This is an optimization exercise on Yosys and OpenROAD, whose aim is small area, a short achievable clock period and few clock cycles, not a production implementation. In this exercise RTL edits were held to simulation tests only and were not proved equivalent to the original. Power figures rest on the tool's default switching activity, not on a simulated workload.

== job 6445 ==
==> flow/design.v <==
`default_nettype none
package lbp_pkg;
    localparam int C_UP_BITS = 3;
    localparam int C_QDEPTH = 6;
endpackage
`default_nettype wire
`default_nettype none
module lbp_line_buffer #(
    parameter int DEPTH = 131,
    parameter int DW    = 8,
    parameter int UB    = 3
) (
    input  logic                  clk,
    input  logic                  load,
    input  logic [DW-1:0]         din,
    input  logic                  upd,
    input  logic [UB-1:0]         ub_in,
    output logic [DEPTH*DW-1:0]   pix,
    output logic [DEPTH*UB-1:0]   ub
);
    logic [DEPTH*DW-1:0] r_pix;
    logic [DEPTH*UB-1:0] r_ub;
    always_ff @(posedge clk) begin
        r_pix <= {r_pix[(DEPTH-1)*DW-1:0], (load ? din : r_pix[(DEPTH-1)*DW +: DW])};
        r_ub  <= {r_ub[(DEPTH-1)*UB-1:2*UB],
                  (upd ? ub_in : r_ub[UB +: UB]),
                  r_ub[0 +: UB],
                  r_ub[(DEPTH-1)*UB +: UB]};
    end
    assign pix = r_pix;
    assign ub  = r_ub;
endmodule
`default_nettype wire
`default_nettype none
module lbp_stream #(
    parameter int IMG_W = 128,
    parameter int IMG_H = 128,
    parameter int DW    = 8,
    parameter int AW    = $clog2(IMG_W*IMG_H)
) (
    input  logic          clk,
    input  logic          reset,
    input  logic          gray_ready,
    input  logic [DW-1:0] thr,
    output logic          gray_req,
    output logic [AW-1:0] gray_addr,
    input  logic [DW-1:0] gray_data,
    output logic          lbp_valid,
    input  logic          lbp_ready,
    output logic [AW-1:0] lbp_addr,
    output logic [7:0]    lbp_data,
    output logic          finish
);
    localparam int CW    = $clog2(IMG_W);
    localparam int RW    = $clog2(IMG_H);
    localparam int RD    = IMG_W + 3;             
    localparam int PW    = $clog2(RD);
    localparam int UB    = lbp_pkg::C_UP_BITS;
    localparam int QD    = lbp_pkg::C_QDEPTH;
    localparam int NW    = $clog2(QD + 1);
    localparam logic [AW-1:0] C_FIRST_CENTRE = AW'(IMG_W + 1);
    localparam logic [AW-1:0] C_LAST_CENTRE  = AW'((IMG_H-2)*IMG_W + IMG_W - 2);
    logic             r_started;
    logic             r_req;
    logic [AW:0]      r_gcnt;        
    logic [PW-1:0]    r_ph;          
    logic             r_infl;        
    logic             r_v0;          
    logic [AW-1:0]    r_pcnt;        
    logic [DW-1:0]    r_thr;
    logic [NW-1:0]    r_qn;          
    logic             r_lbp_valid;
    logic [AW-1:0]    r_lbp_addr;
    logic             r_finish;
    logic [RD*DW-1:0]     w_pix;
    logic [RD*UB-1:0]     w_ub;
    logic [QD-1:0][7:0]   r_q;       
    logic [DW-1:0]    w_l [0:RD-1];
    logic [UB-1:0]    w_up_new;
    logic [UB-1:0]    w_up_old;
    logic [DW:0]      w_ref_c;       
    logic [DW:0]      w_ref_u;       
    logic [7:0]       w_code;
    logic             w_push;
    logic             w_pop;
    logic             w_req_nxt;
    logic [NW-1:0]    w_qn_nxt;
    logic [AW:0]      w_gcnt_nxt;
    logic [NW+1:0]    w_pending;
    for (genvar k = 0; k < RD; k++) begin : g_tap
        assign w_l[k] = w_pix[k*DW +: DW];
    end
    lbp_line_buffer #(
        .DEPTH (RD),
        .DW    (DW),
        .UB    (UB)
    ) u_ring (
        .clk   (clk),
        .load  (r_infl),
        .din   (gray_data),
        .upd   (r_v0),
        .ub_in (w_up_new),
        .pix   (w_pix),
        .ub    (w_ub)
    );
    assign w_ref_u = {1'b0, w_l[1]} + {1'b0, r_thr};
    assign w_up_new[0] = ({1'b0, w_l[IMG_W+2]} >= w_ref_u);
    assign w_up_new[1] = ({1'b0, w_l[IMG_W+1]} >= w_ref_u);
    assign w_up_new[2] = ({1'b0, w_l[IMG_W  ]} >= w_ref_u);
    assign w_up_old = w_ub[(IMG_W+1)*UB +: UB];
    assign w_ref_c  = {1'b0, w_l[IMG_W+1]} + {1'b0, r_thr};
    assign w_code[2:0] = w_up_old;
    assign w_code[3] = ({1'b0, w_l[IMG_W+2]} >= w_ref_c);
    assign w_code[4] = ({1'b0, w_l[IMG_W  ]} >= w_ref_c);
    assign w_code[5] = ({1'b0, w_l[2]} >= w_ref_c);
    assign w_code[6] = ({1'b0, w_l[1]} >= w_ref_c);
    assign w_code[7] = ({1'b0, w_l[0]} >= w_ref_c);
    assign w_push = r_v0 && (r_pcnt[AW-1:CW] >= RW'(2)) && (r_pcnt[CW-1:0] >= CW'(2));
    assign w_pop  = r_lbp_valid && lbp_ready;
    assign w_qn_nxt   = r_qn - NW'(w_pop) + NW'(w_push);
    assign w_gcnt_nxt = r_gcnt + (AW+1)'(r_req);
    assign w_pending  = (NW+2)'(w_qn_nxt) + (NW+2)'(r_infl) + (NW+2)'(r_req);
    assign w_req_nxt  = (r_started || gray_ready) && !w_gcnt_nxt[AW] &&
                        (r_ph == '0) && (w_pending < (NW+2)'(QD));
    always_ff @(posedge clk or posedge reset) begin
        if (reset) begin
            r_started <= 1'b0;
            r_req     <= 1'b0;
            r_gcnt    <= '0;
            r_ph      <= '0;
            r_infl    <= 1'b0;
            r_v0      <= 1'b0;
            r_pcnt    <= '0;
        end else begin
            if (gray_ready) r_started <= 1'b1;
            r_req  <= w_req_nxt;
            r_gcnt <= w_gcnt_nxt;
            if (w_req_nxt || !r_started || (r_ph == PW'(RD-1)))
                r_ph <= '0;
            else
                r_ph <= r_ph + PW'(1);
            r_infl <= r_req;
            r_v0   <= r_infl;
            if (r_v0) r_pcnt <= r_pcnt + AW'(1);
        end
    end
    always_ff @(posedge clk) begin
        if (!r_started && gray_ready) r_thr <= thr;
    end
    always_ff @(posedge clk) begin
        for (int i = 0; i < QD; i++) begin
            if (w_pop) begin
                if (w_push && (r_qn == NW'(i+1)))
                    r_q[i] <= w_code;
                else if (i < QD-1)
                    r_q[i] <= r_q[(i < QD-1) ? i+1 : i];
            end else if (w_push && (r_qn == NW'(i))) begin
                r_q[i] <= w_code;
            end
        end
    end
    always_ff @(posedge clk or posedge reset) begin
        if (reset) begin
            r_qn        <= '0;
            r_lbp_valid <= 1'b0;
            r_lbp_addr  <= C_FIRST_CENTRE;
            r_finish    <= 1'b0;
        end else begin
            r_qn        <= w_qn_nxt;
            r_lbp_valid <= (w_qn_nxt != '0);
            if (w_pop) begin
                if (r_lbp_addr[CW-1:0] == CW'(IMG_W-2))
                    r_lbp_addr <= r_lbp_addr + AW'(3);
                else
                    r_lbp_addr <= r_lbp_addr + AW'(1);
                if (r_lbp_addr == C_LAST_CENTRE) r_finish <= 1'b1;
            end
        end
    end
    assign gray_req  = r_req;
    assign gray_addr = r_gcnt[AW-1:0];
    assign lbp_valid = r_lbp_valid;
    assign lbp_addr  = r_lbp_addr;
    assign lbp_data  = r_q[0];
    assign finish    = r_finish;
endmodule
`default_nettype wire
Settings: LEC_CHECK=0, CAP_MARGIN=20, CORE_MARGIN=2, CORE_UTILIZATION=40, SLEW_MARGIN=20; clock period 5.7 ns.
run.sh (not shown) runs the stock make flow with config.mk's settings and CLKGATE_MAP_FILE= SYNTH_SCRIPT=/design/flow/synth_recipe.tcl, a recipe that flattens the netlist after the stock synthesis.
Job 6445 completed end to end with timing, DRC and antenna clean.
Testbench counts of job 6445, summed over its fixed seeds: cycles 262,224.
Modified inputs, job 9087 compared to job 6445
diff --git a/flow/design.v b/flow/design.v
--- a/flow/design.v
+++ b/flow/design.v
@@ -67,5 +67,6 @@
     logic             r_infl;        
     logic             r_v0;          
-    logic [AW-1:0]    r_pcnt;        
+    logic             r_infl_code;   
+    logic             r_v0_code;     
     logic [DW-1:0]    r_thr;
     logic [NW-1:0]    r_qn;          
@@ -79,6 +80,10 @@
     logic [UB-1:0]    w_up_new;
     logic [UB-1:0]    w_up_old;
-    logic [DW:0]      w_ref_c;       
-    logic [DW:0]      w_ref_u;       
+    logic [DW:0]      w_ref_e;
+    logic [DW:0]      w_ref_u;
+    logic [DW:0]      r_ref_c;
+    logic [3:0]       r_cb;
+    logic [UB-1:0]    r_ub;
+    logic             w_code_rd;
     logic [7:0]       w_code;
     logic             w_push;
@@ -104,17 +109,23 @@
         .ub    (w_ub)
     );
-    assign w_ref_u = {1'b0, w_l[1]} + {1'b0, r_thr};
-    assign w_up_new[0] = ({1'b0, w_l[IMG_W+2]} >= w_ref_u);
-    assign w_up_new[1] = ({1'b0, w_l[IMG_W+1]} >= w_ref_u);
-    assign w_up_new[2] = ({1'b0, w_l[IMG_W  ]} >= w_ref_u);
-    assign w_up_old = w_ub[(IMG_W+1)*UB +: UB];
-    assign w_ref_c  = {1'b0, w_l[IMG_W+1]} + {1'b0, r_thr};
+    assign w_ref_e = {1'b0, w_l[IMG_W]} + {1'b0, r_thr};
+    assign w_ref_u = {1'b0, w_l[0]} + {1'b0, r_thr};
+    always_ff @(posedge clk) begin
+        r_ref_c  <= w_ref_e;
+        r_cb[0]  <= ({1'b0, w_l[IMG_W+1]} >= w_ref_e);
+        r_cb[1]  <= ({1'b0, w_l[IMG_W-1]} >= w_ref_e);
+        r_cb[2]  <= ({1'b0, w_l[1]}       >= w_ref_e);
+        r_cb[3]  <= ({1'b0, w_l[0]}       >= w_ref_e);
+        r_ub[0]  <= ({1'b0, w_l[IMG_W+1]} >= w_ref_u);
+        r_ub[1]  <= ({1'b0, w_l[IMG_W  ]} >= w_ref_u);
+        r_ub[2]  <= ({1'b0, w_l[IMG_W-1]} >= w_ref_u);
+    end
+    assign w_up_new = r_ub;
+    assign w_up_old    = w_ub[(IMG_W+1)*UB +: UB];
     assign w_code[2:0] = w_up_old;
-    assign w_code[3] = ({1'b0, w_l[IMG_W+2]} >= w_ref_c);
-    assign w_code[4] = ({1'b0, w_l[IMG_W  ]} >= w_ref_c);
-    assign w_code[5] = ({1'b0, w_l[2]} >= w_ref_c);
-    assign w_code[6] = ({1'b0, w_l[1]} >= w_ref_c);
-    assign w_code[7] = ({1'b0, w_l[0]} >= w_ref_c);
-    assign w_push = r_v0 && (r_pcnt[AW-1:CW] >= RW'(2)) && (r_pcnt[CW-1:0] >= CW'(2));
+    assign w_code[6:3] = r_cb;
+    assign w_code[7]   = ({1'b0, w_l[0]} >= r_ref_c);
+    assign w_code_rd = (r_gcnt[AW-1:CW] >= RW'(2)) && (r_gcnt[CW-1:0] >= CW'(2));
+    assign w_push    = r_v0_code;
     assign w_pop  = r_lbp_valid && lbp_ready;
     assign w_qn_nxt   = r_qn - NW'(w_pop) + NW'(w_push);
@@ -131,5 +142,6 @@
             r_infl    <= 1'b0;
             r_v0      <= 1'b0;
-            r_pcnt    <= '0;
+            r_infl_code <= 1'b0;
+            r_v0_code <= 1'b0;
         end else begin
             if (gray_ready) r_started <= 1'b1;
@@ -142,5 +154,6 @@
             r_infl <= r_req;
             r_v0   <= r_infl;
-            if (r_v0) r_pcnt <= r_pcnt + AW'(1);
+            r_infl_code <= r_req && w_code_rd;
+            r_v0_code <= r_infl_code;
         end
     end
Notes after the runs:
From job 6445 to job 9087 the numbers moved as follows: internal cell power picked up an extra 1.0%, summed area of non-filler cells in the final layout lost about 1%.
Between job 6445 and job 9087, the difference in sequential cell count is negligible.
Delta (job 9087 minus job 6445): number of antenna violations at the first check in global routing fell 3, total power after layout rose about 1.1%, number of synthesized register bits about even, number of placed instances with taps included fell 0.60%, clock skew rose 14 ps.
For job 6445, the start-to-end type of the worst setup path was flip-flop to flip-flop, unlike job 9087, where it was primary input to flip-flop.
In the reports for job 6445 and job 9087, the larger worst path setup slack after routing belongs to job 9087.
In job 9087 the synthesized cell count turned out 13 lower than in job 6445.
Register cell area after layout: job 6445 vs job 9087 — no meaningful difference
Against job 6445, worst hold-check slack in job 9087 came out worse.
Testbench counts of job 9087, summed over its fixed seeds: cycles 262,224.

-- afterwards: timing with drivers on the ports --
In the flow no input, the clock included, has a driving cell. The finished layouts below were timed again as built, in two steps. Step 1 assumes that a clkbuf_16 drives the clock port and a buf_2 every other input. Step 2 also shifts input and output timing later by t, the mid clock arrival at the registers, as if the neighbouring blocks saw the same clock. a / b / c = no drivers / after step 1 / after step 2; a / b = the first two.
run | shift t [ns] | setup slack, ns | worst setup path after step 2
job 6445 | 0.770 | 1.840 / 1.840 / 1.257 | input to register
job 9087 | 0.770 | 1.919 / 1.934 / 1.164 | input to register
After both steps setup and hold are still met in every run listed. The setup slack of job 9087, which loses most, moves by +0.015 ns with the drivers and by -0.755 ns with both steps.
